Context: an optimization exercise on an open-source flow, tuned for small area. The choices shown serve that exercise and are no tape-out recipe.
Function was checked by simulation only, so behaviour that the tests miss may differ from the original.
Power is estimated from default activity; no workload was simulated.

**config.mk**
```make
export PLATFORM = sky130hd
export DESIGN_NAME = cam_if_top
export DESIGN_NICKNAME = cam_if_top
export VERILOG_FILES = /design/flow/design.v
export SDC_FILE = /design/flow/constraint.sdc
export NUM_CORES = 4
export LEC_CHECK = 0
export CAP_MARGIN = 20
export CORE_MARGIN = 2
export CORE_UTILIZATION = 60
export CTS_CLUSTER_DIAMETER = 100
export CTS_CLUSTER_SIZE = 24
export SLEW_MARGIN = 20
```
**constraint.sdc**
```tcl
create_clock -name core_clock -period 8.0 [get_ports {s_cam_clk_dft}]
set_input_delay 1.6000 -clock core_clock [delete_from_list [all_inputs] [get_ports {s_cam_clk_dft}]]
set_output_delay 1.6000 -clock core_clock [all_outputs]
set_load 0.01 [all_outputs]
```
**design.v**
```verilog
package cam_cfg_pkg;
    typedef enum logic [5-1:0] {
        REG_GLOB      = 0,
        REG_LL        = 1,
        REG_UR        = 2,
        REG_SIZE      = 3,
        REG_FILTER    = 4,
        REG_VSYNC_POL = 5,
        REG_STATUS    = 6    
    } cfg_addr_e;
    typedef logic [16-1:0]       cnt_t;
    typedef logic [8-1:0]     coeff_t;
    typedef logic [4-1:0]     shift_t;
    typedef logic [6-1:0] frdrop_t;
    typedef logic [31:0]                 cfg_word_t;
endpackage
package cam_pix_pkg;
    typedef enum logic [2:0] {
        RGB565 = 3'b000,
        RGB555 = 3'b001,
        RGB444 = 3'b010,
        BYP_LE = 3'b100,    
        BYP_BE = 3'b101
    } pix_format_e;
    typedef logic [8-1:0] pix_byte_t;
    typedef logic [7:0]             chan_t;
    typedef logic [16:0]            filt_t;    
    typedef logic [32-1:0] out_word_t;
endpackage
module cam_ge16 (
    input  logic [15:0] a,
    input  logic [15:0] b,
    output logic        ge
);
    logic [16:0] c;
    assign c[0] = 1'b1;
    for (genvar i = 0; i < 16; i++) begin : g_bit
        assign c[i+1] = (a[i] & ~b[i]) | (a[i] & c[i]) | (~b[i] & c[i]);
    end
    assign ge = c[16];
endmodule
module cam_filt_sum (
    input  logic [4:0]  s_r5,
    input  logic [4:0]  s_b5,
    input  logic [5:0]  s_g6,
    input  logic [7:0]  cr,
    input  logic [7:0]  cg,
    input  logic [7:0]  cb,
    output logic [14:0] s_sum
);
wire t_1 = s_r5[0] & cr[0];
wire t_2 = s_b5[0] & cb[0];
wire t_3 = s_r5[0] & cr[1];
wire t_4 = s_b5[0] & cb[1];
wire t_5 = s_r5[0] & cr[2];
wire t_6 = s_b5[0] & cb[2];
wire t_7 = s_r5[0] & cr[3];
wire t_8 = s_b5[0] & cb[3];
wire t_9 = s_r5[0] & cr[4];
wire t_10 = s_b5[0] & cb[4];
wire t_11 = s_r5[0] & cr[5];
wire t_12 = s_b5[0] & cb[5];
wire t_13 = s_r5[0] & cr[6];
wire t_14 = s_b5[0] & cb[6];
wire t_15 = s_r5[0] & cr[7];
wire t_16 = s_b5[0] & cb[7];
wire t_17 = s_r5[1] & cr[0];
wire t_18 = s_b5[1] & cb[0];
wire t_19 = s_r5[1] & cr[1];
wire t_20 = s_b5[1] & cb[1];
wire t_21 = s_r5[1] & cr[2];
wire t_22 = s_b5[1] & cb[2];
wire t_23 = s_r5[1] & cr[3];
wire t_24 = s_b5[1] & cb[3];
wire t_25 = s_r5[1] & cr[4];
wire t_26 = s_b5[1] & cb[4];
wire t_27 = s_r5[1] & cr[5];
wire t_28 = s_b5[1] & cb[5];
wire t_29 = s_r5[1] & cr[6];
wire t_30 = s_b5[1] & cb[6];
wire t_31 = s_r5[1] & cr[7];
wire t_32 = s_b5[1] & cb[7];
wire t_33 = s_r5[2] & cr[0];
wire t_34 = s_b5[2] & cb[0];
wire t_35 = s_r5[2] & cr[1];
wire t_36 = s_b5[2] & cb[1];
wire t_37 = s_r5[2] & cr[2];
wire t_38 = s_b5[2] & cb[2];
wire t_39 = s_r5[2] & cr[3];
wire t_40 = s_b5[2] & cb[3];
wire t_41 = s_r5[2] & cr[4];
wire t_42 = s_b5[2] & cb[4];
wire t_43 = s_r5[2] & cr[5];
wire t_44 = s_b5[2] & cb[5];
wire t_45 = s_r5[2] & cr[6];
wire t_46 = s_b5[2] & cb[6];
wire t_47 = s_r5[2] & cr[7];
wire t_48 = s_b5[2] & cb[7];
wire t_49 = s_r5[3] & cr[0];
wire t_50 = s_b5[3] & cb[0];
wire t_51 = s_r5[3] & cr[1];
wire t_52 = s_b5[3] & cb[1];
wire t_53 = s_r5[3] & cr[2];
wire t_54 = s_b5[3] & cb[2];
wire t_55 = s_r5[3] & cr[3];
wire t_56 = s_b5[3] & cb[3];
wire t_57 = s_r5[3] & cr[4];
wire t_58 = s_b5[3] & cb[4];
wire t_59 = s_r5[3] & cr[5];
wire t_60 = s_b5[3] & cb[5];
wire t_61 = s_r5[3] & cr[6];
wire t_62 = s_b5[3] & cb[6];
wire t_63 = s_r5[3] & cr[7];
wire t_64 = s_b5[3] & cb[7];
wire t_65 = s_r5[4] & cr[0];
wire t_66 = s_b5[4] & cb[0];
wire t_67 = s_r5[4] & cr[1];
wire t_68 = s_b5[4] & cb[1];
wire t_69 = s_r5[4] & cr[2];
wire t_70 = s_b5[4] & cb[2];
wire t_71 = s_r5[4] & cr[3];
wire t_72 = s_b5[4] & cb[3];
wire t_73 = s_r5[4] & cr[4];
wire t_74 = s_b5[4] & cb[4];
wire t_75 = s_r5[4] & cr[5];
wire t_76 = s_b5[4] & cb[5];
wire t_77 = s_r5[4] & cr[6];
wire t_78 = s_b5[4] & cb[6];
wire t_79 = s_r5[4] & cr[7];
wire t_80 = s_b5[4] & cb[7];
wire t_81 = s_g6[0] & cg[0];
wire t_82 = s_g6[0] & cg[1];
wire t_83 = s_g6[0] & cg[2];
wire t_84 = s_g6[0] & cg[3];
wire t_85 = s_g6[0] & cg[4];
wire t_86 = s_g6[0] & cg[5];
wire t_87 = s_g6[0] & cg[6];
wire t_88 = s_g6[0] & cg[7];
wire t_89 = s_g6[1] & cg[0];
wire t_90 = s_g6[1] & cg[1];
wire t_91 = s_g6[1] & cg[2];
wire t_92 = s_g6[1] & cg[3];
wire t_93 = s_g6[1] & cg[4];
wire t_94 = s_g6[1] & cg[5];
wire t_95 = s_g6[1] & cg[6];
wire t_96 = s_g6[1] & cg[7];
wire t_97 = s_g6[2] & cg[0];
wire t_98 = s_g6[2] & cg[1];
wire t_99 = s_g6[2] & cg[2];
wire t_100 = s_g6[2] & cg[3];
wire t_101 = s_g6[2] & cg[4];
wire t_102 = s_g6[2] & cg[5];
wire t_103 = s_g6[2] & cg[6];
wire t_104 = s_g6[2] & cg[7];
wire t_105 = s_g6[3] & cg[0];
wire t_106 = s_g6[3] & cg[1];
wire t_107 = s_g6[3] & cg[2];
wire t_108 = s_g6[3] & cg[3];
wire t_109 = s_g6[3] & cg[4];
wire t_110 = s_g6[3] & cg[5];
wire t_111 = s_g6[3] & cg[6];
wire t_112 = s_g6[3] & cg[7];
wire t_113 = s_g6[4] & cg[0];
wire t_114 = s_g6[4] & cg[1];
wire t_115 = s_g6[4] & cg[2];
wire t_116 = s_g6[4] & cg[3];
wire t_117 = s_g6[4] & cg[4];
wire t_118 = s_g6[4] & cg[5];
wire t_119 = s_g6[4] & cg[6];
wire t_120 = s_g6[4] & cg[7];
wire t_121 = s_g6[5] & cg[0];
wire t_122 = s_g6[5] & cg[1];
wire t_123 = s_g6[5] & cg[2];
wire t_124 = s_g6[5] & cg[3];
wire t_125 = s_g6[5] & cg[4];
wire t_126 = s_g6[5] & cg[5];
wire t_127 = s_g6[5] & cg[6];
wire t_128 = s_g6[5] & cg[7];
wire t_131 = t_9 ^ t_10;
wire t_129 = t_131 ^ t_23;
wire t_130 = (t_9 & t_10) | (t_131 & t_23);
wire t_132 = t_24 ^ t_37;
wire t_133 = t_24 & t_37;
wire t_136 = t_11 ^ t_12;
wire t_134 = t_136 ^ t_25;
wire t_135 = (t_11 & t_12) | (t_136 & t_25);
wire t_139 = t_26 ^ t_39;
wire t_137 = t_139 ^ t_40;
wire t_138 = (t_26 & t_39) | (t_139 & t_40);
wire t_140 = t_53 ^ t_54;
wire t_141 = t_53 & t_54;
wire t_144 = t_13 ^ t_14;
wire t_142 = t_144 ^ t_27;
wire t_143 = (t_13 & t_14) | (t_144 & t_27);
wire t_147 = t_28 ^ t_41;
wire t_145 = t_147 ^ t_42;
wire t_146 = (t_28 & t_41) | (t_147 & t_42);
wire t_150 = t_55 ^ t_56;
wire t_148 = t_150 ^ t_69;
wire t_149 = (t_55 & t_56) | (t_150 & t_69);
wire t_153 = t_15 ^ t_16;
wire t_151 = t_153 ^ t_29;
wire t_152 = (t_15 & t_16) | (t_153 & t_29);
wire t_156 = t_30 ^ t_43;
wire t_154 = t_156 ^ t_44;
wire t_155 = (t_30 & t_43) | (t_156 & t_44);
wire t_157 = t_57 ^ t_58;
wire t_158 = t_57 & t_58;
wire t_161 = t_31 ^ t_32;
wire t_159 = t_161 ^ t_45;
wire t_160 = (t_31 & t_32) | (t_161 & t_45);
wire t_162 = t_5 ^ t_6;
wire t_163 = t_5 & t_6;
wire t_166 = t_7 ^ t_8;
wire t_164 = t_166 ^ t_21;
wire t_165 = (t_7 & t_8) | (t_166 & t_21);
wire t_169 = t_22 ^ t_35;
wire t_167 = t_169 ^ t_36;
wire t_168 = (t_22 & t_35) | (t_169 & t_36);
wire t_170 = t_49 ^ t_50;
wire t_171 = t_49 & t_50;
wire t_174 = t_129 ^ t_132;
wire t_172 = t_174 ^ t_38;
wire t_173 = (t_129 & t_132) | (t_174 & t_38);
wire t_177 = t_51 ^ t_52;
wire t_175 = t_177 ^ t_65;
wire t_176 = (t_51 & t_52) | (t_177 & t_65);
wire t_180 = t_66 ^ t_86;
wire t_178 = t_180 ^ t_93;
wire t_179 = (t_66 & t_86) | (t_180 & t_93);
wire t_181 = t_100 ^ t_107;
wire t_182 = t_100 & t_107;
wire t_185 = t_130 ^ t_133;
wire t_183 = t_185 ^ t_134;
wire t_184 = (t_130 & t_133) | (t_185 & t_134);
wire t_188 = t_137 ^ t_140;
wire t_186 = t_188 ^ t_67;
wire t_187 = (t_137 & t_140) | (t_188 & t_67);
wire t_191 = t_68 ^ t_87;
wire t_189 = t_191 ^ t_94;
wire t_190 = (t_68 & t_87) | (t_191 & t_94);
wire t_194 = t_101 ^ t_108;
wire t_192 = t_194 ^ t_115;
wire t_193 = (t_101 & t_108) | (t_194 & t_115);
wire t_197 = t_135 ^ t_138;
wire t_195 = t_197 ^ t_141;
wire t_196 = (t_135 & t_138) | (t_197 & t_141);
wire t_200 = t_142 ^ t_145;
wire t_198 = t_200 ^ t_148;
wire t_199 = (t_142 & t_145) | (t_200 & t_148);
wire t_203 = t_70 ^ t_88;
wire t_201 = t_203 ^ t_95;
wire t_202 = (t_70 & t_88) | (t_203 & t_95);
wire t_206 = t_102 ^ t_109;
wire t_204 = t_206 ^ t_116;
wire t_205 = (t_102 & t_109) | (t_206 & t_116);
wire t_209 = t_143 ^ t_146;
wire t_207 = t_209 ^ t_149;
wire t_208 = (t_143 & t_146) | (t_209 & t_149);
wire t_212 = t_151 ^ t_154;
wire t_210 = t_212 ^ t_157;
wire t_211 = (t_151 & t_154) | (t_212 & t_157);
wire t_215 = t_71 ^ t_72;
wire t_213 = t_215 ^ t_96;
wire t_214 = (t_71 & t_72) | (t_215 & t_96);
wire t_218 = t_103 ^ t_110;
wire t_216 = t_218 ^ t_117;
wire t_217 = (t_103 & t_110) | (t_218 & t_117);
wire t_221 = t_152 ^ t_155;
wire t_219 = t_221 ^ t_158;
wire t_220 = (t_152 & t_155) | (t_221 & t_158);
wire t_224 = t_159 ^ t_46;
wire t_222 = t_224 ^ t_59;
wire t_223 = (t_159 & t_46) | (t_224 & t_59);
wire t_227 = t_60 ^ t_73;
wire t_225 = t_227 ^ t_74;
wire t_226 = (t_60 & t_73) | (t_227 & t_74);
wire t_230 = t_104 ^ t_111;
wire t_228 = t_230 ^ t_118;
wire t_229 = (t_104 & t_111) | (t_230 & t_118);
wire t_233 = t_160 ^ t_47;
wire t_231 = t_233 ^ t_48;
wire t_232 = (t_160 & t_47) | (t_233 & t_48);
wire t_236 = t_61 ^ t_62;
wire t_234 = t_236 ^ t_75;
wire t_235 = (t_61 & t_62) | (t_236 & t_75);
wire t_237 = t_76 ^ t_112;
wire t_238 = t_76 & t_112;
wire t_239 = t_3 ^ t_4;
wire t_240 = t_3 & t_4;
wire t_243 = t_162 ^ t_19;
wire t_241 = t_243 ^ t_20;
wire t_242 = (t_162 & t_19) | (t_243 & t_20);
wire t_246 = t_33 ^ t_34;
wire t_244 = t_246 ^ t_84;
wire t_245 = (t_33 & t_34) | (t_246 & t_84);
wire t_249 = t_163 ^ t_164;
wire t_247 = t_249 ^ t_167;
wire t_248 = (t_163 & t_164) | (t_249 & t_167);
wire t_252 = t_170 ^ t_85;
wire t_250 = t_252 ^ t_92;
wire t_251 = (t_170 & t_85) | (t_252 & t_92);
wire t_253 = t_99 ^ t_106;
wire t_254 = t_99 & t_106;
wire t_257 = t_165 ^ t_168;
wire t_255 = t_257 ^ t_171;
wire t_256 = (t_165 & t_168) | (t_257 & t_171);
wire t_260 = t_172 ^ t_175;
wire t_258 = t_260 ^ t_178;
wire t_259 = (t_172 & t_175) | (t_260 & t_178);
wire t_263 = t_181 ^ t_114;
wire t_261 = t_263 ^ t_121;
wire t_262 = (t_181 & t_114) | (t_263 & t_121);
wire t_266 = t_173 ^ t_176;
wire t_264 = t_266 ^ t_179;
wire t_265 = (t_173 & t_176) | (t_266 & t_179);
wire t_269 = t_182 ^ t_183;
wire t_267 = t_269 ^ t_186;
wire t_268 = (t_182 & t_183) | (t_269 & t_186);
wire t_272 = t_189 ^ t_192;
wire t_270 = t_272 ^ t_122;
wire t_271 = (t_189 & t_192) | (t_272 & t_122);
wire t_275 = t_184 ^ t_187;
wire t_273 = t_275 ^ t_190;
wire t_274 = (t_184 & t_187) | (t_275 & t_190);
wire t_278 = t_193 ^ t_195;
wire t_276 = t_278 ^ t_198;
wire t_277 = (t_193 & t_195) | (t_278 & t_198);
wire t_281 = t_201 ^ t_204;
wire t_279 = t_281 ^ t_123;
wire t_280 = (t_201 & t_204) | (t_281 & t_123);
wire t_284 = t_196 ^ t_199;
wire t_282 = t_284 ^ t_202;
wire t_283 = (t_196 & t_199) | (t_284 & t_202);
wire t_287 = t_205 ^ t_207;
wire t_285 = t_287 ^ t_210;
wire t_286 = (t_205 & t_207) | (t_287 & t_210);
wire t_290 = t_213 ^ t_216;
wire t_288 = t_290 ^ t_124;
wire t_289 = (t_213 & t_216) | (t_290 & t_124);
wire t_293 = t_208 ^ t_211;
wire t_291 = t_293 ^ t_214;
wire t_292 = (t_208 & t_211) | (t_293 & t_214);
wire t_296 = t_217 ^ t_219;
wire t_294 = t_296 ^ t_222;
wire t_295 = (t_217 & t_219) | (t_296 & t_222);
wire t_299 = t_225 ^ t_228;
wire t_297 = t_299 ^ t_125;
wire t_298 = (t_225 & t_228) | (t_299 & t_125);
wire t_302 = t_220 ^ t_223;
wire t_300 = t_302 ^ t_226;
wire t_301 = (t_220 & t_223) | (t_302 & t_226);
wire t_305 = t_229 ^ t_231;
wire t_303 = t_305 ^ t_234;
wire t_304 = (t_229 & t_231) | (t_305 & t_234);
wire t_308 = t_237 ^ t_119;
wire t_306 = t_308 ^ t_126;
wire t_307 = (t_237 & t_119) | (t_308 & t_126);
wire t_311 = t_232 ^ t_235;
wire t_309 = t_311 ^ t_238;
wire t_310 = (t_232 & t_235) | (t_311 & t_238);
wire t_314 = t_63 ^ t_64;
wire t_312 = t_314 ^ t_77;
wire t_313 = (t_63 & t_64) | (t_314 & t_77);
wire t_317 = t_78 ^ t_120;
wire t_315 = t_317 ^ t_127;
wire t_316 = (t_78 & t_120) | (t_317 & t_127);
wire t_320 = t_239 ^ t_17;
wire t_318 = t_320 ^ t_18;
wire t_319 = (t_239 & t_17) | (t_320 & t_18);
wire t_323 = t_240 ^ t_241;
wire t_321 = t_323 ^ t_244;
wire t_322 = (t_240 & t_241) | (t_323 & t_244);
wire t_324 = t_91 ^ t_98;
wire t_325 = t_91 & t_98;
wire t_328 = t_242 ^ t_245;
wire t_326 = t_328 ^ t_247;
wire t_327 = (t_242 & t_245) | (t_328 & t_247);
wire t_331 = t_250 ^ t_253;
wire t_329 = t_331 ^ t_113;
wire t_330 = (t_250 & t_253) | (t_331 & t_113);
wire t_334 = t_248 ^ t_251;
wire t_332 = t_334 ^ t_254;
wire t_333 = (t_248 & t_251) | (t_334 & t_254);
wire t_337 = t_255 ^ t_258;
wire t_335 = t_337 ^ t_261;
wire t_336 = (t_255 & t_258) | (t_337 & t_261);
wire t_340 = t_256 ^ t_259;
wire t_338 = t_340 ^ t_262;
wire t_339 = (t_256 & t_259) | (t_340 & t_262);
wire t_343 = t_264 ^ t_267;
wire t_341 = t_343 ^ t_270;
wire t_342 = (t_264 & t_267) | (t_343 & t_270);
wire t_346 = t_265 ^ t_268;
wire t_344 = t_346 ^ t_271;
wire t_345 = (t_265 & t_268) | (t_346 & t_271);
wire t_349 = t_273 ^ t_276;
wire t_347 = t_349 ^ t_279;
wire t_348 = (t_273 & t_276) | (t_349 & t_279);
wire t_352 = t_274 ^ t_277;
wire t_350 = t_352 ^ t_280;
wire t_351 = (t_274 & t_277) | (t_352 & t_280);
wire t_355 = t_282 ^ t_285;
wire t_353 = t_355 ^ t_288;
wire t_354 = (t_282 & t_285) | (t_355 & t_288);
wire t_358 = t_283 ^ t_286;
wire t_356 = t_358 ^ t_289;
wire t_357 = (t_283 & t_286) | (t_358 & t_289);
wire t_361 = t_291 ^ t_294;
wire t_359 = t_361 ^ t_297;
wire t_360 = (t_291 & t_294) | (t_361 & t_297);
wire t_364 = t_292 ^ t_295;
wire t_362 = t_364 ^ t_298;
wire t_363 = (t_292 & t_295) | (t_364 & t_298);
wire t_367 = t_300 ^ t_303;
wire t_365 = t_367 ^ t_306;
wire t_366 = (t_300 & t_303) | (t_367 & t_306);
wire t_370 = t_301 ^ t_304;
wire t_368 = t_370 ^ t_307;
wire t_369 = (t_301 & t_304) | (t_370 & t_307);
wire t_373 = t_309 ^ t_312;
wire t_371 = t_373 ^ t_315;
wire t_372 = (t_309 & t_312) | (t_373 & t_315);
wire t_376 = t_310 ^ t_313;
wire t_374 = t_376 ^ t_316;
wire t_375 = (t_310 & t_313) | (t_376 & t_316);
wire t_379 = t_79 ^ t_80;
wire t_377 = t_379 ^ t_128;
wire t_378 = (t_79 & t_80) | (t_379 & t_128);
wire t_380 = t_1 ^ t_2;
wire t_381 = t_1 & t_2;
wire t_384 = t_318 ^ t_83;
wire t_382 = t_384 ^ t_90;
wire t_383 = (t_318 & t_83) | (t_384 & t_90);
wire t_387 = t_319 ^ t_321;
wire t_385 = t_387 ^ t_324;
wire t_386 = (t_319 & t_321) | (t_387 & t_324);
wire t_390 = t_322 ^ t_325;
wire t_388 = t_390 ^ t_326;
wire t_389 = (t_322 & t_325) | (t_390 & t_326);
wire t_393 = t_327 ^ t_330;
wire t_391 = t_393 ^ t_332;
wire t_392 = (t_327 & t_330) | (t_393 & t_332);
wire t_396 = t_333 ^ t_336;
wire t_394 = t_396 ^ t_338;
wire t_395 = (t_333 & t_336) | (t_396 & t_338);
wire t_399 = t_339 ^ t_342;
wire t_397 = t_399 ^ t_344;
wire t_398 = (t_339 & t_342) | (t_399 & t_344);
wire t_402 = t_345 ^ t_348;
wire t_400 = t_402 ^ t_350;
wire t_401 = (t_345 & t_348) | (t_402 & t_350);
wire t_405 = t_351 ^ t_354;
wire t_403 = t_405 ^ t_356;
wire t_404 = (t_351 & t_354) | (t_405 & t_356);
wire t_408 = t_357 ^ t_360;
wire t_406 = t_408 ^ t_362;
wire t_407 = (t_357 & t_360) | (t_408 & t_362);
wire t_411 = t_363 ^ t_366;
wire t_409 = t_411 ^ t_368;
wire t_410 = (t_363 & t_366) | (t_411 & t_368);
wire t_414 = t_369 ^ t_372;
wire t_412 = t_414 ^ t_374;
wire t_413 = (t_369 & t_372) | (t_414 & t_374);
wire t_415 = t_380 ^ t_82;
wire t_416 = t_380 & t_82;
wire t_419 = t_381 ^ t_382;
wire t_417 = t_419 ^ t_97;
wire t_418 = (t_381 & t_382) | (t_419 & t_97);
wire t_422 = t_383 ^ t_385;
wire t_420 = t_422 ^ t_105;
wire t_421 = (t_383 & t_385) | (t_422 & t_105);
wire t_425 = t_386 ^ t_388;
wire t_423 = t_425 ^ t_329;
wire t_424 = (t_386 & t_388) | (t_425 & t_329);
wire t_428 = t_389 ^ t_391;
wire t_426 = t_428 ^ t_335;
wire t_427 = (t_389 & t_391) | (t_428 & t_335);
wire t_431 = t_392 ^ t_394;
wire t_429 = t_431 ^ t_341;
wire t_430 = (t_392 & t_394) | (t_431 & t_341);
wire t_434 = t_395 ^ t_397;
wire t_432 = t_434 ^ t_347;
wire t_433 = (t_395 & t_397) | (t_434 & t_347);
wire t_437 = t_398 ^ t_400;
wire t_435 = t_437 ^ t_353;
wire t_436 = (t_398 & t_400) | (t_437 & t_353);
wire t_440 = t_401 ^ t_403;
wire t_438 = t_440 ^ t_359;
wire t_439 = (t_401 & t_403) | (t_440 & t_359);
wire t_443 = t_404 ^ t_406;
wire t_441 = t_443 ^ t_365;
wire t_442 = (t_404 & t_406) | (t_443 & t_365);
wire t_446 = t_407 ^ t_409;
wire t_444 = t_446 ^ t_371;
wire t_445 = (t_407 & t_409) | (t_446 & t_371);
wire t_449 = t_410 ^ t_412;
wire t_447 = t_449 ^ t_377;
wire t_448 = (t_410 & t_412) | (t_449 & t_377);
wire t_452 = t_413 ^ t_375;
wire t_450 = t_452 ^ t_378;
wire t_451 = (t_413 & t_375) | (t_452 & t_378);
wire t_453 = t_415 ^ t_89;
wire t_454 = t_415 & t_89;
wire t_457 = t_416 ^ t_417;
wire t_455 = t_457 ^ t_454;
wire t_456 = (t_416 & t_417) | (t_457 & t_454);
wire t_460 = t_418 ^ t_420;
wire t_458 = t_460 ^ t_456;
wire t_459 = (t_418 & t_420) | (t_460 & t_456);
wire t_463 = t_421 ^ t_423;
wire t_461 = t_463 ^ t_459;
wire t_462 = (t_421 & t_423) | (t_463 & t_459);
wire t_466 = t_424 ^ t_426;
wire t_464 = t_466 ^ t_462;
wire t_465 = (t_424 & t_426) | (t_466 & t_462);
wire t_469 = t_427 ^ t_429;
wire t_467 = t_469 ^ t_465;
wire t_468 = (t_427 & t_429) | (t_469 & t_465);
wire t_472 = t_430 ^ t_432;
wire t_470 = t_472 ^ t_468;
wire t_471 = (t_430 & t_432) | (t_472 & t_468);
wire t_475 = t_433 ^ t_435;
wire t_473 = t_475 ^ t_471;
wire t_474 = (t_433 & t_435) | (t_475 & t_471);
wire t_478 = t_436 ^ t_438;
wire t_476 = t_478 ^ t_474;
wire t_477 = (t_436 & t_438) | (t_478 & t_474);
wire t_481 = t_439 ^ t_441;
wire t_479 = t_481 ^ t_477;
wire t_480 = (t_439 & t_441) | (t_481 & t_477);
wire t_484 = t_442 ^ t_444;
wire t_482 = t_484 ^ t_480;
wire t_483 = (t_442 & t_444) | (t_484 & t_480);
wire t_487 = t_445 ^ t_447;
wire t_485 = t_487 ^ t_483;
wire t_486 = (t_445 & t_447) | (t_487 & t_483);
wire t_490 = t_448 ^ t_450;
wire t_488 = t_490 ^ t_486;
wire t_489 = (t_448 & t_450) | (t_490 & t_486);
wire t_491 = t_451 ^ t_489;
wire t_492 = t_451 & t_489;
assign s_sum = {t_491, t_488, t_485, t_482, t_479, t_476, t_473, t_470, t_467, t_464, t_461, t_458, t_455, t_453, t_81};
endmodule
module cam_if_top (
    input  logic                   s_cam_clk_dft,
    input  logic                   rstn_i,
    input  logic                   cfg_valid_i,
    input  logic                   cfg_rwn_i,
    input  cam_cfg_pkg::cfg_addr_e cfg_addr_i,
    input  cam_cfg_pkg::cfg_word_t cfg_data_i,
    output cam_cfg_pkg::cfg_word_t cfg_data_o,
    output logic                   cfg_ready_o,
    input  cam_pix_pkg::pix_byte_t cam_data_i,
    input  logic                   cam_hsync_i,
    input  logic                   cam_vsync_i,
    output cam_pix_pkg::out_word_t data_o,
    output logic                   data_valid_o,
    input  logic                   data_ready_i,
    output logic                   frame_evt_o
);
    logic [31:0] r_glob;
    logic [31:0] r_ll;
    logic [31:0] r_ur;
    logic [31:0] r_size;
    logic [31:0] r_filter;
    logic        r_vsync_pol;
    logic [2:0]  r_rsel;      
    logic [15:0] r_dcl;       
    logic        s_wr;
    assign s_wr = cfg_valid_i & ~cfg_rwn_i;
    always_ff @(posedge s_cam_clk_dft or negedge rstn_i) begin
        if (!rstn_i) begin
            r_glob      <= '0;
            r_ll        <= '0;
            r_ur        <= '0;
            r_size      <= '0;
            r_filter    <= '0;
            r_vsync_pol <= 1'b0;
        end else if (s_wr) begin
            case (cfg_addr_i)
                5'd0: r_glob      <= cfg_data_i;
                5'd1: r_ll        <= cfg_data_i;
                5'd2: r_ur        <= cfg_data_i;
                5'd3: r_size      <= cfg_data_i;
                5'd4: r_filter    <= cfg_data_i;
                5'd5: r_vsync_pol <= cfg_data_i[0];
                default: ;
            endcase
        end
    end
    always_ff @(posedge s_cam_clk_dft or negedge rstn_i) begin
        if (!rstn_i) begin
            cfg_ready_o <= 1'b0;
            r_rsel      <= 3'd0;
        end else begin
            cfg_ready_o <= cfg_valid_i;
            if (cfg_valid_i && cfg_rwn_i && cfg_addr_i[4:3] == 2'b00 && cfg_addr_i[2:0] != 3'd7)
                r_rsel <= (cfg_addr_i[2:0] == 3'd0) ? 3'd7 : cfg_addr_i[2:0];
            else
                r_rsel <= 3'd0;
        end
    end
    always_comb begin
        case (r_rsel)
            3'd7:    cfg_data_o = r_glob;
            3'd1:    cfg_data_o = r_ll;
            3'd2:    cfg_data_o = r_ur;
            3'd3:    cfg_data_o = r_size;
            3'd4:    cfg_data_o = r_filter;
            3'd5:    cfg_data_o = {31'b0, r_vsync_pol};
            3'd6:    cfg_data_o = {16'b0, r_dcl};
            default: cfg_data_o = '0;
        endcase
    end
    logic        capture_en;
    logic        r_vsync;
    logic        r_cap_d;     
    logic        r_enable;
    logic [5:0]  r_framecnt;
    logic        r_lsb_ph;    
    logic [7:0]  r_data_msb;
    logic [15:0] r_col;
    logic [15:0] r_row;
    logic        s_vsync, s_sof, s_eof, s_second, s_in_window, s_pair_valid, s_flush;
    assign capture_en = r_glob[31];
    assign s_flush    = ~r_cap_d;
    assign s_vsync    = r_vsync_pol ? ~cam_vsync_i : cam_vsync_i;
    assign s_sof      = s_vsync & ~r_vsync;
    assign s_eof      = ~s_vsync & r_vsync;
    assign s_second   = cam_hsync_i & r_enable & r_lsb_ph;
    always_ff @(posedge s_cam_clk_dft or negedge rstn_i) begin
        if (!rstn_i) begin
            r_vsync     <= 1'b0;
            frame_evt_o <= 1'b0;
            r_cap_d     <= 1'b0;
            r_enable    <= 1'b0;
            r_framecnt  <= '0;
            r_lsb_ph    <= 1'b0;
        end else begin
            r_vsync     <= s_vsync;
            frame_evt_o <= s_eof;
            r_cap_d     <= capture_en;
            if (s_sof)
                r_enable <= capture_en;
            else if (!capture_en)
                r_enable <= 1'b0;
            if (!capture_en)
                r_framecnt <= '0;
            else if (s_sof && r_enable) begin
                if (!r_glob[0] || r_framecnt == r_glob[6:1])
                    r_framecnt <= '0;
                else
                    r_framecnt <= r_framecnt + 1'b1;
            end
            r_lsb_ph <= r_enable & cam_hsync_i & ~r_lsb_ph;
        end
    end
    always_ff @(posedge s_cam_clk_dft) begin
        if (cam_hsync_i && r_enable && !r_lsb_ph)
            r_data_msb <= cam_data_i;
    end
    always_ff @(posedge s_cam_clk_dft or negedge rstn_i) begin
        if (!rstn_i) begin
            r_col <= '0;
            r_row <= '0;
        end else if (s_sof || !capture_en) begin
            r_col <= '0;
            r_row <= '0;
        end else if (s_second && r_glob[7]) begin
            if (r_col == r_size[31:16]) begin
                r_col <= '0;
                r_row <= r_row + 1'b1;
            end else begin
                r_col <= r_col + 1'b1;
            end
        end
    end
    logic s_row_ge, s_row_le, s_col_ge, s_col_le;
    cam_ge16 i_row_ge (.a(r_row),       .b(r_ll[31:16]), .ge(s_row_ge));
    cam_ge16 i_row_le (.a(r_ur[31:16]), .b(r_row),       .ge(s_row_le));
    cam_ge16 i_col_ge (.a(r_col),       .b(r_ll[15:0]),  .ge(s_col_ge));
    cam_ge16 i_col_le (.a(r_ur[15:0]),  .b(r_col),       .ge(s_col_le));
    assign s_in_window = !r_glob[7] || (s_row_ge && s_row_le && s_col_ge && s_col_le);
    assign s_pair_valid = s_second && (r_framecnt == '0) && s_in_window;
    logic [14:0] r_px;
    logic        r_rgbv, r_bypv, r_filtv, r_wv;
    logic [7:0]  s_m, s_l;
    logic [1:0]  s_f;
    logic [4:0]  s_r5, s_b5;
    logic [5:0]  s_g6;
    logic [14:0] s_sum;
    logic [16:0] s_full_sum;
    logic [15:0] s_filt_word, s_byp_word, s_wdata;
    logic [3:0]  s_shift;
    assign s_m = r_data_msb;
    assign s_l = r_px[7:0];
    assign s_f = r_px[9:8];
    always_comb begin
        s_r5 = '0;
        s_g6 = '0;
        s_b5 = '0;
        case (s_f)
            2'd0: begin
                s_r5 = s_m[7:3];
                s_g6 = {s_m[2:0], s_l[7:5]};
                s_b5 = s_l[4:0];
            end
            2'd1: begin
                s_r5 = s_m[6:2];
                s_g6 = {s_m[1:0], s_l[7:5], 1'b0};
                s_b5 = s_l[4:0];
            end
            2'd2: begin
                s_r5 = {s_m[3:0], 1'b0};
                s_g6 = {s_l[7:4], 2'b00};
                s_b5 = {s_l[3:0], 1'b0};
            end
            default: ;
        endcase
    end
    cam_filt_sum i_filt_sum (
        .s_r5  ( s_r5            ),
        .s_b5  ( s_b5            ),
        .s_g6  ( s_g6            ),
        .cr    ( r_filter[23:16] ),
        .cg    ( r_filter[15:8]  ),
        .cb    ( r_filter[7:0]   ),
        .s_sum ( s_sum           )
    );
    always_ff @(posedge s_cam_clk_dft) begin
        if (s_pair_valid)
            r_px <= {5'b0, r_glob[9:8], cam_data_i};
        else
            r_px <= s_sum;
    end
    always_ff @(posedge s_cam_clk_dft or negedge rstn_i) begin
        if (!rstn_i) begin
            r_rgbv  <= 1'b0;
            r_bypv  <= 1'b0;
            r_filtv <= 1'b0;
            r_wv    <= 1'b0;
        end else begin
            r_rgbv  <= s_pair_valid & ~r_glob[10];
            r_bypv  <= s_pair_valid & r_glob[10];
            r_filtv <= r_rgbv;
            r_wv    <= r_filtv | r_bypv;
        end
    end
    assign s_shift     = r_glob[14:11];
    assign s_full_sum  = {r_px, 2'b00};
    assign s_filt_word = (s_shift > 4'd9) ? s_full_sum[15:0] : 16'(s_full_sum >> s_shift);
    assign s_byp_word  = (s_f == 2'd1) ? {s_l, s_m} : {s_m, s_l};
    assign s_wdata     = r_filtv ? s_filt_word : s_byp_word;
    logic [15:0] mem [4];
    logic [1:0]  r_wr_ptr, r_rd_ptr;
    logic [2:0]  r_count;
    logic        s_full, s_push, s_pop;
    logic [1:0]  s_wr_ptr_n;
    logic [2:0]  s_count_n;
    logic        r_inc_d, r_clr_d;
    assign s_full       = r_count[2];
    assign s_push       = r_wv & ~s_full;
    assign data_valid_o = (r_count != 3'd0);
    assign s_pop        = data_valid_o & data_ready_i;
    assign data_o       = {16'b0, mem[r_rd_ptr]};
    assign s_wr_ptr_n = s_flush ? 2'd0 : r_wr_ptr + {1'b0, s_push};
    assign s_count_n  = s_flush ? 3'd0 : r_count + {2'b0, s_push} - {2'b0, s_pop};
    always_ff @(posedge s_cam_clk_dft or negedge rstn_i) begin
        if (!rstn_i) begin
            r_wr_ptr <= '0;
            r_rd_ptr <= '0;
            r_count  <= '0;
        end else begin
            r_wr_ptr <= s_wr_ptr_n;
            r_count  <= s_count_n;
            if (s_flush)
                r_rd_ptr <= '0;
            else if (s_pop)
                r_rd_ptr <= r_rd_ptr + 1'b1;
        end
    end
    always_ff @(posedge s_cam_clk_dft) begin
        if ((r_filtv | r_bypv) && !s_count_n[2])
            mem[s_wr_ptr_n] <= s_wdata;
    end
    always_ff @(posedge s_cam_clk_dft or negedge rstn_i) begin
        if (!rstn_i) begin
            r_inc_d <= 1'b0;
            r_clr_d <= 1'b0;
            r_dcl   <= '0;
        end else begin
            r_inc_d <= r_wv & s_full;
            r_clr_d <= s_flush;
            if (r_clr_d)
                r_dcl <= '0;
            else if (r_inc_d && r_dcl != 16'hffff)
                r_dcl <= r_dcl + 1'b1;
        end
    end
endmodule
```
**run.sh**
```bash
#!/bin/bash
# synth_recipe.tcl (not shown) runs the flow's synth.tcl, then flattens the netlist and writes it again
# the make line also repeats each setting of config.mk as NAME=value (left out here)
make -C /OpenROAD-flow-scripts/flow DESIGN_CONFIG=/design/flow/config.mk WORK_HOME=/design/flow/orfs CLKGATE_MAP_FILE= SYNTH_SCRIPT=/design/flow/synth_recipe.tcl finish
```
==> results.toml, run 1 <==
[hold_path]
hp-class = "flop to flop"

[layout]
diodes = 0
area_growth_pct = 11.7
multi_input_area_sq_um = 10900
drive_above_1_share = 0.164
fillers = 2635
nNetsFinal = 2153
stdcell_area_sq_um = 22600
regArea_sq_um = 8400
fin_cells = 2422

[logic_synthesis]
ys_ff_latch = 324
yosys_warnings = 1
synthTopCellsByArea = "dfrtp_1 (29%), fa_1 (11%), edfxtp_1 (11%)"
synthFlopType = "dfrtp_1"
ys_async_sr_fraction = 0.731
yosysTopAreaCell = "dfrtp_1"
synth-seq-area-share = 0.415
yosysTopAreaCellShare = 0.293
ys_top_cells_by_count = "dfrtp_1 (237), mux2_2 (176), inv_1 (158), nor2_1 (123), nand2_1 (116)"
synth_edf_count = 72
syn_area_sq_um = 20200
syn_area_per_cell_sq_um = 10.9
ys_types = 72
netlist_instances = 1858
synth.most_common_cell = "dfrtp_1"

[timing]
slew_headroom = 0.244
rsz0062_at_grt = "no"
max_freq_mhz = 129
setup_tns_ps = 0
post-route-min-period_ps = 7730
drv_slew = 0
setup_viol = 0
timing.final.hold_violations = 0
min_period_over_period = 0.966
fin_ws_ps = 269
clock_skew_ps = 25.4
worst_pin_slew_ps = 1130

[place]
placed_cells = 2393
dp_hpwl_um = 41600
routabilityCongestion = 0.972
io_buffers = 102
place_ws_ps = -242
placed_area_sq_um = 22000

[status]
status = "timing/DRC/antenna clean"

[global_routing]
grt_pass1_wl_um = 86900
grtUsageTotal = 0.322
grt_pass1_vias = 15007
grt_max_degree = 144
use_met2 = 0.543
gr-total-overflow = 0
grtUsageMet1 = 0.417
grt_busiest_layer = "met2"
grt_use_met3 = 0.0533
antenna_found_initial = 2

[drt]
ant_nets = 0
drc = 0
wire_per_inst_um = 23.2
wl_um = 56100
drt-initial-drc-count = 1110
viasPerCell = 6.10
vias = 14767
firstDrtPassIters = 8

[critical_path]
start_kind = "flop"
crit_required_ps = 8430
critical_path_peak_fanout = 14
endpoint_kind = "flop"
worstSetupPathType = "flop to flop"
arrival_ps = 8160

[power]
powerDensity_nw_per_um2 = 226
power.leakage_nw = 9.34
irDropWorstVdd_uv = 161

[floorplanning]
fp.dieH_um = 188
initial_core_util = 0.606
io-pin-count = 119
row_count = 67
die_w_um = 188
core_sq_um = 33400
dieArea_sq_um = 35200

[clock_tree]
clockBufferDepth = 3
root_buffer = "clkbuf_16"
worstSkewPairLatency_ps = 540
cts-buffers-inserted = 18
clkTransAtPathRegs_ps = 100
hold_buffers = 0
cts-htree-levels = 1
clock-sinks = 324
cts_tree = "done"

[job]
cap_violations = 0
==> layout by cell type, fill, tap and decap left out, types with 64 or more instances in the layout <==
cell type and n:
dfrtp_1 234, clkdlybuf4s50_1 101, nor2b_1 66, fa_1 104
o21ai_0 87, mux2_2 176, nor2_1 120, inv_1 158
and2_1 90, buf_4 64, edfxtp_1 72, nand2_1 116
==> per-layer routing <==
metal,up-vias,share of wire,wire (um)
met5,-,0.00023,13
li1,6635,-,-
met4,2,0.045,2530
met3,114,0.063,3560
met2,512,0.49,27500
met1,7504,0.40,22600
==> through the flow <==
step	power (mW)	util	hold slack (ps)
2_1_floorplan	3.29	-	331
3_3_place_gp	4.04	0.658	332
3_5_place_dp	4.09	0.659	349
4_1_cts	5.11	0.676	370
5_1_grt	5.42	0.677	382
6_report	5.10	0.677	363
==> registers in the layout (all words and copies together) (netlist names), 2 cells and up <==
name	cells
mem	64
r_filter	32
r_glob	32
r_ll	32
r_size	32
r_ur	32
r_col	16
r_dcl	16
r_row	16
r_px	15
r_data_msb	8
r_framecnt	6
r_count	3
r_rsel	3
r_rd_ptr	2
r_wr_ptr	2
==> cells by family (layout without fill, tap and decap cells) <==
| group | after synthesis | in the layout | synth area share |
|---|---|---|---|
| simple gates | 515 | 515 | 0.129 |
| flops | 324 | 324 | 0.415 |
| compound gates | 305 | 305 | 0.0996 |
| buf+inv | 257 | 358 | 0.0512 |
| mux | 244 | 244 | 0.145 |
| fa+ha+maj | 152 | 152 | 0.134 |
| xor+xnor | 60 | 60 | 0.0260 |
| other cells | 1 | 16 | 0.000185 |
==> layout make-up <==
type | count | share of cell area
clock inverter | 4 | 0.00266
tap | 448 | 0.0248
timing repair buffer | 169 | 0.0693
clock buffer | 23 | 0.0212
sequential | 324 | 0.372
inverter | 162 | 0.0269
multi-input combinational | 1292 | 0.483
==> timing repair <==
action	CTS	global route
gates resized for setup	8	9
setup buffers	0	2
endpoints found under the setup margin	2	2
pin swaps	0	3
==> power by group <==
| part | internal, mW | leakage [nW] | switching (mW) |
|---|---|---|---|
| registers | 1.89 | 3.93 | 0.199 |
| clock network | 0.438 | 0.260 | 0.570 |
| logic | 0.896 | 5.15 | 1.11 |
==> critical path, cell delays in order (launching register included) <==
cell and delay, ps:
dfxtp_2 360, buf_6 150, nor2b_2 170, a21oi_1 240, nor2b_1 100, fa_1 510
fa_1 490, inv_1 50, fa_1 480, inv_1 50, fa_1 480, inv_1 50
fa_1 510, inv_1 60, fa_2 350, fa_1 390, fa_2 350, fa_2 360
fa_2 360, fa_2 400, fa_1 390, fa_2 360, fa_2 350, fa_2 340
xnor2_1 130, and2_1 150
==> path summary, 6_finish.rpt <==
path,from,endpoint,slack (ps),cells past startpoint
setup / recovery,r_px[9],r_px[14],270,25
hold / removal,r_rgbv,r_filtv,360,0
setup reg to reg,r_px[9],r_px[14],270,25
hold reg to reg,r_rgbv,r_filtv,360,0
max in group asynchronous,rstn_i,r_ll[17],5680,2
min in group asynchronous,rstn_i,r_framecnt[0],1040,1
==> run 2: changes to the inputs <==
--- a/config.mk
+++ b/config.mk
@@ -5,6 +5,7 @@
 export SDC_FILE = /design/flow/constraint.sdc
 export NUM_CORES = 4
 export LEC_CHECK = 0
+export ABC_AREA = 1
 export CAP_MARGIN = 20
 export CORE_MARGIN = 2
 export CORE_UTILIZATION = 60
==> run 2 against run 1 <==
  * Utilization up 0.31 points
  * Combinational power down 9.5%
  * Hold slack worse by 6.9 ps
  * Sequential share of layout area up 0.85 points
  * Still clean on timing, DRC and antenna
==> results.toml, run 2 <==
[logic_synthesis]
synthTopCellsByArea = "dfrtp_1 (30%), fa_1 (11%), edfxtp_1 (11%)"
ys_ff_latch = 324
ys_types = 53
synth_top_family_by_area = "simple AND/OR/NAND/NOR gates"
yosysTopAreaCell = "dfrtp_1"
ys_top_cells_by_count = "nand2_1 (538), inv_1 (443), o21ai_0 (303), dfrtp_1 (237), nor2_1 (165)"
synth-seq-area-share = 0.426
yosys_warnings = 1
muxShareOfSynthArea = 0.00152
synth_compound_area_frac = 0.155
synth.most_common_cell = "nand2_1"
synth-xor-area-share = 0.00793
netlist_instances = 2392
synth_edf_count = 72
ys_async_sr_fraction = 0.731
syn_area_sq_um = 19700
synthFlopType = "dfrtp_1"
syn_area_per_cell_sq_um = 8.24
yosysTopAreaCellShare = 0.301
synth_fa_ha_area_frac = 0.128
synth_simple_gate_area_share = 0.173

[floorplanning]
dieArea_sq_um = 34300
io-pin-count = 119
die_w_um = 185
row_count = 66
initial_core_util = 0.608
core_sq_um = 32500
fp.dieH_um = 185

[hold_path]
hold_start = "r_rgbv"
whs_path_depth = 0
hp-class = "flop to flop"
holdPathEnd = "r_filtv"

[drt]
drt-initial-drc-count = 1659
wl_um = 58100
viasPerCell = 5.74
drc = 0
firstDrtPassIters = 6
wire_per_inst_um = 19.7
ant_nets = 0
vias = 16921

[global_routing]
antenna_found_initial = 0
grt_max_degree = 116
gr-total-overflow = 0
grt_pass1_vias = 16386
grt_pass1_wl_um = 90600
grtUsageTotal = 0.345

[place]
io_buffers = 102
dp_hpwl_um = 44000
routabilityCongestion = 0.954
placed_area_sq_um = 21500

[clock_tree]
clockBufferDepth = 3
cts_tree = "done"
clock-sinks = 324
root_buffer = "clkbuf_16"
worstSkewPairLatency_ps = 550
cts-buffers-inserted = 18
clkTransAtPathRegs_ps = 100
cts-htree-levels = 1

[timing]
drv_slew = 0
max_freq_mhz = 129
finalHoldWorstSlack_ps = 356
clock_skew_ps = 44.4
slew_headroom = 0.310
rsz0062_at_grt = "no"
post-route-min-period_ps = 7760
min_period_over_period = 0.970
setup_viol = 0
timing.final.hold_violations = 0
worst_pin_slew_ps = 1040

[critical_path]
worstSetupPathType = "flop to flop"
timing.rr.end = "r_px[14]"
start_kind = "flop"
crit_path_max_incr_delay_ps = 530
slowest_stage = "fa_1"
arrival_ps = 8140
r2r_start = "r_px[8]"
path_buf_inv = 6
worst-path-stages = 28
path_common_cell = "fa_1"
regToRegSetupSlack_ps = 240
endpoint_kind = "flop"
worst_path_dominant_cell_family = "adder cells"
crit_required_ps = 8380
r2r_cells = 28
critical_path_peak_fanout = 5

[layout]
drive_above_1_share = 0.0586
top_register = "mem"
area_growth_pct = 12.0
diodes = 0
final_cell_mix = "nand2_1 (538), inv_1 (442), o21ai_0 (302)"
stdcell_area_sq_um = 22100
postLayoutCoreUtil = 0.680
nNetsFinal = 2687
final_common_cell = "nand2_1"
largest_reg_flops = 64

[power]
p_total_mw = 4.87
power.leakage_nw = 9.74
powerDensity_nw_per_um2 = 221
irDropWorstVdd_uv = 181

[job]
cap_violations = 0

[status]
status = "timing/DRC/antenna clean"
## run 2: changes by cell type in the layout (fill, tap and decap cells not counted), sizes merged, moves of 68 or more
cell | previous run | this run
o21ai | 93 | 307
and2 | 90 | 1
inv | 160 | 455
nand2 | 116 | 545
nor2b | 68 | 0
mux2 | 177 | 0
## run 2: power by group
part | internal (mW) | switching (mW) | total (mW) | leakage (nW)
logic | 0.676 | 1.14 | 1.81 | 5.51
registers | 1.88 | 0.173 | 2.06 | 3.98
clock network | 0.428 | 0.570 | 0.998 | 0.255
total | 2.99 | 1.88 | 4.87 | 9.74
## run 2: how the worst max path moves through the flow
stage               slack [ps]  startpoint        to
finish                     240     r_px[8]  r_px[14]
global route                20     r_px[9]  r_px[14]
CTS                         40     r_px[9]  r_px[14]
detailed placement        -210     r_px[9]  r_px[14]
global placement          -140     r_px[9]  r_px[14]
floorplan                   20     r_px[9]  r_px[14]
## run 2: cell type report
| type | instances | area, sq um |
|---|---|---|
| inverters | 455 | 1710 |
| repair buffers | 168 | 1540 |
| clock inverters | 5 | 62.6 |
| clock buffers | 21 | 462 |
| flip-flops and latches | 324 | 8400 |
| well taps | 442 | 553 |
| multi-input cells | 1534 | 9350 |
| fillers | 2710 | 10400 |
## run 2: what timing repair did
action                     CTS  global route
resized for setup           10             9
setup buffers                2             2
hold buffers                 0             0
setup endpoints to repair    2             2
pin swaps                    0             3
## run 2: metal layers
metal  routed length (um)  vias up  track usage
met5                    0        -            0
met4                 2410        0        0.130
met3                 3990      134       0.0413
met2                28000      716        0.578
met1                23700     8180        0.462
li1                     -     7891            -
## run 2: metrics by stage
step | setup TNS, ps | worst slack (ps) | std cells
final | 0 | 238 | 2949
after global routing | 0 | 15.4 | 2949
after CTS | 0 | 44.2 | 2947
after detailed placement | -385 | -206 | 2919
after global placement | -258 | -141 | 2918
after floorplan | 0 | 18.7 | 2407
## run 2: worst reg2reg max path: cells and delay by family (launching register included)
kind,cells,cell delay [ps]
buffers and inverters,6,420
adder cells (fa/ha/maj),16,6350
AO/OA/AOI/OAI,2,130
XOR/XNOR,1,160
flip-flops,1,350
AND/OR/NAND/NOR,3,200
## run 2: cell families after synthesis
kind of cell / after synthesis
simple gates: 838
xor+xnor: 17
mux: 3
fa+ha+maj: 134
buf+inv: 549
other cells: 1
flops: 324
compound gates: 526
==> run 3: changes to the inputs <==
--- a/config.mk
+++ b/config.mk
@@ -6,9 +6,10 @@
 export NUM_CORES = 4
 export LEC_CHECK = 0
 export ABC_AREA = 1
-export CAP_MARGIN = 20
+export CAP_MARGIN = 0
 export CORE_MARGIN = 2
 export CORE_UTILIZATION = 60
 export CTS_CLUSTER_DIAMETER = 100
 export CTS_CLUSTER_SIZE = 24
-export SLEW_MARGIN = 20
+export GPL_TIMING_DRIVEN = 0
+export SLEW_MARGIN = 0
==> run 3 against run 2 <==
  * Synthesized cell count stayed put
  * Critical path depth stayed put
  * Power is 1.2% higher
  * First-iteration DRC count is 2.0% lower
  * Still clean on timing, DRC and antenna
  * Sequential power hardly changed
  * Largest power group unchanged
  * Area after synthesis stayed put
  * Clock-buffer cell count stayed put
  * Register-to-register slack worse by 90 ps
  * Non-clock buffer count is 53 higher
  * Clock skew is 25 ps lower
  * Cell count is 1.7% higher
  * Hold slack hardly changed
  * Largest cell class unchanged
==> results.toml, run 3 <==
[status]
status = "timing/DRC/antenna clean"

[clock_tree]
clock-sinks = 324
cts-buffers-inserted = 17
root_buffer = "clkbuf_16"
cts_tree = "done"
clkTransAtPathRegs_ps = 90
hold_buffers = 0
cts-htree-levels = 1
clockBufferDepth = 3
worstSkewPairLatency_ps = 520

[logic_synthesis]
yosys_warnings = 1
synthTopCellsByArea = "dfrtp_1 (30%), fa_1 (11%), edfxtp_1 (11%)"
yosysTopAreaCell = "dfrtp_1"
synthFlopType = "dfrtp_1"
syn_area_per_cell_sq_um = 8.24
syn_area_sq_um = 19700
synth_edf_count = 72
synth.most_common_cell = "nand2_1"
ys_async_sr_fraction = 0.731
ys_ff_latch = 324
netlist_instances = 2392
ys_top_cells_by_count = "nand2_1 (538), inv_1 (443), o21ai_0 (303), dfrtp_1 (237), nor2_1 (165)"
yosysTopAreaCellShare = 0.301
synth-seq-area-share = 0.426
ys_types = 53

[layout]
top_register = "mem"
regArea_sq_um = 8400
largest_reg_flops = 64
drive_above_1_share = 0.0548
nNetsFinal = 2739
final_cell_mix = "nand2_1 (535), inv_1 (435), o21ai_0 (300)"
fin_cells = 3000
fillers = 2693
area_growth_pct = 12.8
postLayoutCoreUtil = 0.685
multi_input_area_sq_um = 9360
final_common_cell = "nand2_1"

[power]
powerDensity_nw_per_um2 = 221
irDropWorstVdd_uv = 167
power.leakage_nw = 9.74

[drt]
wire_per_inst_um = 20.7
viasPerCell = 5.89
top_layer = "met4"
ant_nets = 0
dr_wl_met3_um = 4940
drt-initial-drc-count = 1626
drc = 0
wl_met2_um = 29800
wl_um = 62200
firstDrtPassIters = 6
vias = 17661
wl_met1_um = 23900

[place]
io_buffers = 101
dp_hpwl_um = 48000
routabilityCongestion = 0.990
placed_cells = 2956
place_ws_ps = -950

[timing]
max_freq_mhz = 127
post-route-min-period_ps = 7850
slew_headroom = 0.111
setup_viol = 0
worst_pin_slew_ps = 1330
drv_slew = 0
timing.final.hold_violations = 0
clock_skew_ps = 19.2
min_period_over_period = 0.981
fin_ws_ps = 150

[floorplanning]
io-pin-count = 119
initial_core_util = 0.608
fp.dieH_um = 185
dieArea_sq_um = 34300
row_count = 66
core_sq_um = 32500
die_w_um = 185

[global_routing]
grt_pass1_vias = 17339
grt_pass1_wl_um = 96300
grtUsageTotal = 0.370
gr-total-overflow = 0
grt_max_degree = 128
antenna_found_initial = 1

[critical_path]
path_common_cell = "fa_2"
crit_required_ps = 8440
worstSetupPathType = "flop to flop"
crit_path_max_incr_delay_ps = 560
arrival_ps = 8290
critical_path_peak_fanout = 8
start_kind = "flop"
slowest_stage = "fa_2"
endpoint_kind = "flop"

[job]
cap_violations = 0

[hold_path]
hp-class = "flop to flop"
==> run 3: cell types whose count changed in the layout (fill, tap and decap cells not counted), sizes merged <==
cell | previous run | this run
buf | 67 | 53
bufinv | 0 | 1
clkbuf | 21 | 89
clkdlybuf4s50 | 101 | 100
clkinv | 5 | 2
diode | 0 | 1
inv | 455 | 454
==> run 3: power breakdown <==
group | switching (mW) | internal [mW] | leakage [nW]
clock | 0.540 | 0.427 | 0.233
sequential | 0.167 | 1.89 | 3.98
combinational | 1.21 | 0.697 | 5.52
==> run 3: stage by stage <==
step / power (mW) / TNS [ps] / hold WS, ps / instance area (sq um)
floorplan: 3.14 / 0 / 331 / 19800
global placement: 3.76 / -1094220 / 334 / 21400
detailed placement: 3.82 / -2440 / 336 / 21500
CTS: 4.84 / 0 / 358 / 22100
global route: 5.20 / -15.7 / 380 / 22200
finish: 4.93 / 0 / 357 / 22200
==> run 3: metal layers <==
layer	up-vias	track usage
li1	8013	-
met1	8564	0.471
met3	190	0.0566
met4	0	0.190
met5	-	0
met2	894	0.616
==> run 3: final timing paths <==
| kind | endpoint | cells past startpoint | slack (ps) | from |
|---|---|---|---|---|
| min in group asynchronous | r_framecnt[2] | 1 | 1120 | rstn_i |
| hold reg to reg | r_filtv | 0 | 360 | r_rgbv |
| hold / removal | r_filtv | 0 | 360 | r_rgbv |
| setup / recovery | r_px[13] | 28 | 150 | r_px[9] |
| setup reg to reg | r_px[13] | 28 | 150 | r_px[9] |
| max in group asynchronous | r_glob[12] | 2 | 5710 | rstn_i |
==> run 3: cells by family after synthesis <==
logic type,synth area share
AND/OR/NAND/NOR,0.173
buffers and inverters,0.109
AO/OA/AOI/OAI,0.155
flip-flops,0.426
adder cells (fa/ha/maj),0.128
XOR/XNOR,0.00793
multiplexers,0.00152
other,0.000190
==> run 3: worst max-delay path: cells and delay by family (launching register included) <==
family                   cells  cell delay (ps)
adder cells (fa/ha/maj)     15             6200
buffers and inverters        8              710
flip-flops                   1              360
AO/OA/AOI/OAI                2              260
AND/OR/NAND/NOR              3              260
==> run 3: area by class of cell <==
| class | instances | area share |
|---|---|---|
| Inverter | 455 | 0.0772 |
| Buffer | 94 | 0.0207 |
| Timing Repair Buffer | 127 | 0.0570 |
| Sequential cell | 324 | 0.378 |
| Antenna cell | 1 | 0.000112 |
| Multi-Input combinational cell | 1534 | 0.421 |
| Clock buffer | 21 | 0.0198 |
| Tap cell | 442 | 0.0249 |
| Clock inverter | 2 | 0.00174 |
==> run 3: what timing repair did <==
action / in CTS / in global routing
pin swaps: 5 / 5
resized for setup: 24 / 23
hold endpoints to repair: 0 / 0
buffers inserted: 8 / 10
endpoints found under the setup margin: 4 / 2
cloned: 0 / 1
==> run 4: changes to the inputs <==
==> flow/run.sh (new file) <==
#!/bin/bash
set -euo pipefail
export BUFFER_PORTS_ARGS="-buffer_cell sky130_fd_sc_hd__buf_1"
export CTS_ARGS="-sink_clustering_enable -repair_clock_nets -dont_use_dummy_load -sink_clustering_size 14 -sink_clustering_max_diameter 60 -buf_list sky130_fd_sc_hd__clkbuf_8"
bash standard.sh > flow_make.log 2>&1
==> standard.sh (new file) <==
#!/bin/bash
# synth_recipe.tcl (not shown) runs the flow's synth.tcl, then flattens the netlist and writes it again
# the make line also repeats each setting of config.mk as NAME=value (left out here)
make -C /OpenROAD-flow-scripts/flow DESIGN_CONFIG=/design/flow/config.mk WORK_HOME=/design/flow/orfs CLKGATE_MAP_FILE= SYNTH_SCRIPT=/design/flow/synth_recipe.tcl "${@:-finish}"
--- a/config.mk
+++ b/config.mk
@@ -6,10 +6,9 @@
 export NUM_CORES = 4
 export LEC_CHECK = 0
 export ABC_AREA = 1
-export CAP_MARGIN = 0
+export CAP_MARGIN = 20
 export CORE_MARGIN = 2
 export CORE_UTILIZATION = 60
 export CTS_CLUSTER_DIAMETER = 100
 export CTS_CLUSTER_SIZE = 24
-export GPL_TIMING_DRIVEN = 0
-export SLEW_MARGIN = 0
+export SLEW_MARGIN = 20
removed: run.sh
==> run 4 against run 3 <==
  * Sequential share of layout area is 1.7 points higher
  * Utilization fell by 2.9 points
  * Cell count fell by 1.7%
  * Critical endpoint is now r_px[14]
==> results.toml, run 4 <==
[status]
status = "timing/DRC/antenna clean"

[layout]
final_common_cell = "nand2_1"
stdcell_area_sq_um = 21300
nNetsFinal = 2695
area_growth_pct = 7.95
final_cell_mix = "nand2_1 (538), inv_1 (443), o21ai_0 (303)"
largest_reg_flops = 64
drive_above_1_share = 0.0590
diodes = 0
top_register = "mem"

[timing]
slew_headroom = 0.234
clock_skew_ps = 69.2
max_freq_mhz = 129
min_period_over_period = 0.966
post-route-min-period_ps = 7730
setup_tns_ps = 0
setup_viol = 0
finalHoldWorstSlack_ps = 357
rsz0062_at_grt = "no"
drv_slew = 0
fin_ws_ps = 269
timing.final.hold_violations = 0
worst_pin_slew_ps = 1140

[logic_synthesis]
ys_async_sr_fraction = 0.731
synth_top_family_by_area = "simple AND/OR/NAND/NOR gates"
syn_area_per_cell_sq_um = 8.24
synthFlopType = "dfrtp_1"
synth.most_common_cell = "nand2_1"
syn_area_sq_um = 19700
yosysTopAreaCellShare = 0.301
yosysTopAreaCell = "dfrtp_1"
ys_types = 53
yosys_warnings = 1
synth_fa_ha_area_frac = 0.128
synth_simple_gate_area_share = 0.173
ys_ff_latch = 324
netlist_instances = 2392
synth_edf_count = 72
ys_top_cells_by_count = "nand2_1 (538), inv_1 (443), o21ai_0 (303), dfrtp_1 (237), nor2_1 (165)"
synth-xor-area-share = 0.00793
synthTopCellsByArea = "dfrtp_1 (30%), fa_1 (11%), edfxtp_1 (11%)"
synth_compound_area_frac = 0.155
synth-seq-area-share = 0.426
muxShareOfSynthArea = 0.00152

[drt]
ant_nets = 0
drc = 0
dr_wl_met3_um = 4220
wl_met2_um = 27400
vias = 17001
wl_um = 58200
firstDrtPassIters = 6
viasPerCell = 5.77
wire_per_inst_um = 19.7
top_layer = "met5"
wl_met1_um = 23600
drt-initial-drc-count = 1504

[critical_path]
endpoint_kind = "flop"
timing.rr.end = "r_px[14]"
start_kind = "flop"
crit_path_max_incr_delay_ps = 520
crit_required_ps = 8490
path_common_cell = "fa_2"
critical_path_peak_fanout = 3
slowest_stage = "fa_1"
arrival_ps = 8220
worstSetupPathType = "flop to flop"
r2r_cells = 28
r2r_start = "r_px[8]"
regToRegSetupSlack_ps = 270

[place]
routabilityCongestion = 0.956
dp_hpwl_um = 44100
place_ws_ps = -240
placed_area_sq_um = 20800
io_buffers = 102

[hold_path]
hold_start = "r_rgbv"
holdPathEnd = "r_filtv"
whs_path_depth = 0
hp-class = "flop to flop"

[power]
p_total_mw = 4.72
irDropWorstVdd_uv = 199
power.leakage_nw = 9.41
powerDensity_nw_per_um2 = 222

[floorplanning]
dieArea_sq_um = 34300
initial_core_util = 0.608
die_w_um = 185
row_count = 66
io-pin-count = 119
fp.dieH_um = 185
core_sq_um = 32500

[global_routing]
grtUsageTotal = 0.346
grt_pass1_wl_um = 89900
grt_max_degree = 139
grt_pass1_vias = 16534
antenna_found_initial = 2
gr-total-overflow = 0

[clock_tree]
hold_buffers = 0
cts-buffers-inserted = 31
clockBufferDepth = 3
clock-sinks = 324
worstSkewPairLatency_ps = 650
cts-htree-levels = 1
cts_tree = "done"
clkTransAtPathRegs_ps = 80
root_buffer = "clkbuf_8"

[job]
cap_violations = 0
run 4: cell counts after synthesis:
No cell type changed its count.
run 4: routing by layer:
metal  track usage  vias to the layer above
met5             0                        -
met4         0.159                        2
met3        0.0578                      154
met2         0.570                      753
met1         0.449                     8205
li1              -                     7887
run 4: kinds of logic after synthesis:
logic type | Yosys count
multiplexers | 3
buffers and inverters | 549
adder cells (fa/ha/maj) | 134
AND/OR/NAND/NOR | 838
other | 1
flip-flops | 324
AO/OA/AOI/OAI | 526
XOR/XNOR | 17
run 4: worst max path at each step:
stage	start	to	slack, ps	depth (start not counted)
5_1_grt	r_px[8]	r_px[14]	10	28
6_report	r_px[8]	r_px[14]	270	28
3_5_place_dp	r_px[9]	r_px[14]	-240	28
2_1_floorplan	r_px[9]	r_px[14]	20	28
4_1_cts	r_px[9]	r_px[14]	2	28
3_3_place_gp	r_px[9]	r_px[14]	-90	28
run 4: area by class of cell:
type | count | area, sq um
fillers | 2829 | 11200
clock buffers | 31 | 427
well taps | 442 | 553
repair buffers | 163 | 861
multi-input cells | 1534 | 9340
inverters | 455 | 1710
flip-flops and latches | 324 | 8400
run 4: what timing repair did:
action,in CTS,in global routing
endpoints found under the hold margin,0,0
pin swaps,0,2
resized for setup,5,7
setup buffers,2,0
setup endpoints to repair,2,3
run 4: per-stage QoR:
stage	util	cells
finish	0.656	2949
global route	0.656	2949
CTS	0.655	2949
detailed placement	0.641	2916
global placement	0.641	2915
floorplan	-	2407
run 4: where the power goes:
| group | leakage, nW | internal (mW) | switching [mW] |
|---|---|---|---|
| registers | 3.98 | 1.88 | 0.174 |
| logic | 5.21 | 0.639 | 1.15 |
| clock network | 0.223 | 0.342 | 0.536 |
run 4: worst max-delay path, delay by kind of cell, from the launching register on:
kind	cells	cell delay (ps)
DFF	1	340
adders and majority gates	16	6330
xor gates and xnor gates	1	160
AOI/OAI and AO/OA	2	140
buffers and inverters	6	440
and+or+nand+nor	3	180
==> run 5: changes to the inputs <==
==> flow/run.sh (replaced) <==
#!/bin/bash
set -euo pipefail
export BUFFER_PORTS_ARGS="-buffer_cell sky130_fd_sc_hd__buf_1"
export CTS_ARGS="-sink_clustering_enable -repair_clock_nets -dont_use_dummy_load -sink_clustering_size 24 -sink_clustering_max_diameter 100"
export RECOVER_POWER=100
bash standard.sh > flow_make.log 2>&1
==> run 5 against run 4 <==
  * Combinational power hardly changed
  * Hold slack improved by 7.0 ps
  * Wire length fell by 0.46%
  * Now fails the layout checks on max-capacitance violations, max-slew violations
  * Clock power is 5.0% higher
  * First-iteration DRC count up 8.5%
  * Cell count is 0.37% lower
==> results.toml, run 5 <==
[drt]
vias = 16831
drt-initial-drc-count = 1632
firstDrtPassIters = 6
wire_per_inst_um = 19.7
wl_met1_um = 24200
ant_nets = 0
drc = 0
wl_met2_um = 28100
viasPerCell = 5.73
top_layer = "met4"
wl_um = 58000
dr_wl_met3_um = 3580

[layout]
nNetsFinal = 2683
fillers = 2840
final_cell_mix = "nand2_1 (541), inv_1 (444), o21ai_0 (305)"
area_growth_pct = 7.44
largest_reg_flops = 64
fin_cells = 2938
top_register = "mem"
postLayoutCoreUtil = 0.653
final_common_cell = "nand2_1"
drive_above_1_share = 0.0445

[logic_synthesis]
synth-seq-area-share = 0.426
synth_edf_count = 72
syn_area_sq_um = 19700
yosysTopAreaCellShare = 0.301
synthFlopType = "dfrtp_1"
syn_area_per_cell_sq_um = 8.24
yosys_warnings = 1
synthTopCellsByArea = "dfrtp_1 (30%), fa_1 (11%), edfxtp_1 (11%)"
ys_top_cells_by_count = "nand2_1 (538), inv_1 (443), o21ai_0 (303), dfrtp_1 (237), nor2_1 (165)"
netlist_instances = 2392
ys_ff_latch = 324
ys_async_sr_fraction = 0.731
synth.most_common_cell = "nand2_1"
yosysTopAreaCell = "dfrtp_1"
ys_types = 53

[timing]
timing.final.hold_violations = 0
worst_pin_slew_ps = 3390
max_freq_mhz = 129
rsz0062_at_grt = "no"
finalHoldWorstSlack_ps = 364
post-route-min-period_ps = 7740
slew_headroom = -1.26
drv_slew = 553
min_period_over_period = 0.967
clock_skew_ps = 79.8
setup_viol = 0

[critical_path]
r2r_start = "r_px[8]"
critical_path_peak_fanout = 3
crit_path_max_incr_delay_ps = 520
regToRegSetupSlack_ps = 260
path_common_cell = "fa_2"
start_kind = "flop"
crit_required_ps = 8340
timing.rr.end = "r_px[14]"
arrival_ps = 8080
r2r_cells = 28
slowest_stage = "fa_1"
endpoint_kind = "flop"
worstSetupPathType = "flop to flop"

[floorplanning]
initial_core_util = 0.608
row_count = 66
core_sq_um = 32500
die_w_um = 185
fp.dieH_um = 185
io-pin-count = 119
dieArea_sq_um = 34300

[clock_tree]
worstSkewPairLatency_ps = 540
hold_buffers = 0
cts-htree-levels = 1
cts_tree = "done"
clkTransAtPathRegs_ps = 90
cts-buffers-inserted = 18
clockBufferDepth = 3
root_buffer = "clkbuf_16"
clock-sinks = 324

[global_routing]
grtUsageTotal = 0.343
grt_max_degree = 139
antenna_found_initial = 1
grt_pass1_wl_um = 89900
grt_pass1_vias = 16394
gr-total-overflow = 0

[hold_path]
hold_start = "r_rgbv"
whs_path_depth = 0
hp-class = "flop to flop"
holdPathEnd = "r_filtv"

[power]
power.leakage_nw = 9.34
p_total_mw = 4.75
powerDensity_nw_per_um2 = 224
irDropWorstVdd_uv = 196

[place]
placed_cells = 2916
io_buffers = 102
dp_hpwl_um = 44100
routabilityCongestion = 0.956

[job]
cap_violations = 9

[status]
status = "complete, but fails checks"
so_faults = "max-capacitance violations, max-slew violations"
==> run 5: cell counts after synthesis <==
Identical to the previous run, type by type.
==> run 5: layout make-up <==
cell class,count,area [sq um],share of cell area
diodes,1,2.50,0.000118
well taps,442,553,0.0261
multi-input cells,1534,9290,0.438
clock buffers,18,450,0.0213
flip-flops and latches,324,8400,0.396
repair buffers,164,791,0.0373
inverters,455,1710,0.0807
==> run 5: routing by layer <==
metal / global-route usage / vias up
met4: 0.116 / 0
met2: 0.582 / 686
met3: 0.0346 / 116
met1: 0.464 / 8162
li1: - / 7867
met5: 0 / -
==> run 5: power breakdown <==
part           internal (mW)  switching, mW
Sequential              1.88          0.173
Combinational          0.633           1.14
Clock                  0.404          0.519
Total                   2.92           1.83
==> run 5: what timing repair did <==
| action | 4_1_cts | 5_1_grt |
|---|---|---|
| resized for setup | 6 | 6 |
| buffers inserted | 2 | 0 |
| endpoints found under the hold margin | 0 | 0 |
| endpoints found under the setup margin | 2 | 2 |
| pin swaps | 0 | 2 |
==> run 5: critical path, delay by kind of cell (launching register included) <==
kind            cells  cell delay, ps
fa+ha+maj          16            6340
buf+inv             6             430
flops               1             330
simple gates        3             180
xor+xnor            1             170
compound gates      2             140
==> run 5: worst max-delay path by stage <==
stage             from       end  slack (ps)  depth (start not counted)
6_report       r_px[8]  r_px[14]         260                         28
5_1_grt        r_px[8]  r_px[14]           8                         28
4_1_cts        r_px[9]  r_px[14]          60                         27
3_5_place_dp   r_px[9]  r_px[14]        -240                         28
3_3_place_gp   r_px[9]  r_px[14]         -90                         28
2_1_floorplan  r_px[9]  r_px[14]          20                         28
==> run 5: cell families after synthesis <==
kind of cell,Yosys count,share of synthesized area
buffers and inverters,549,0.109
adder cells (fa/ha/maj),134,0.128
AND/OR/NAND/NOR,838,0.173
other,1,0.000190
flip-flops,324,0.426
multiplexers,3,0.00152
XOR/XNOR,17,0.00793
AO/OA/AOI/OAI,526,0.155
==> run 5: through the flow <==
stage	setup slack (ps)	TNS, ps	instance area [sq um]
floorplan	18.7	0	19800
finish	262	0	21200
global placement	-94.0	-161	20800
global route	7.64	0	21200
CTS	57.1	0	21300
detailed placement	-240	-460	20800

Re-timed with assumed drivers on the ports (clkbuf_16 on the clock, buf_2 on other inputs), run 5 has 0.262 ns of setup slack against 0.262 ns with ideal ports, and 0.262 ns once port delays also move by the mid clock arrival of 0.553 ns.
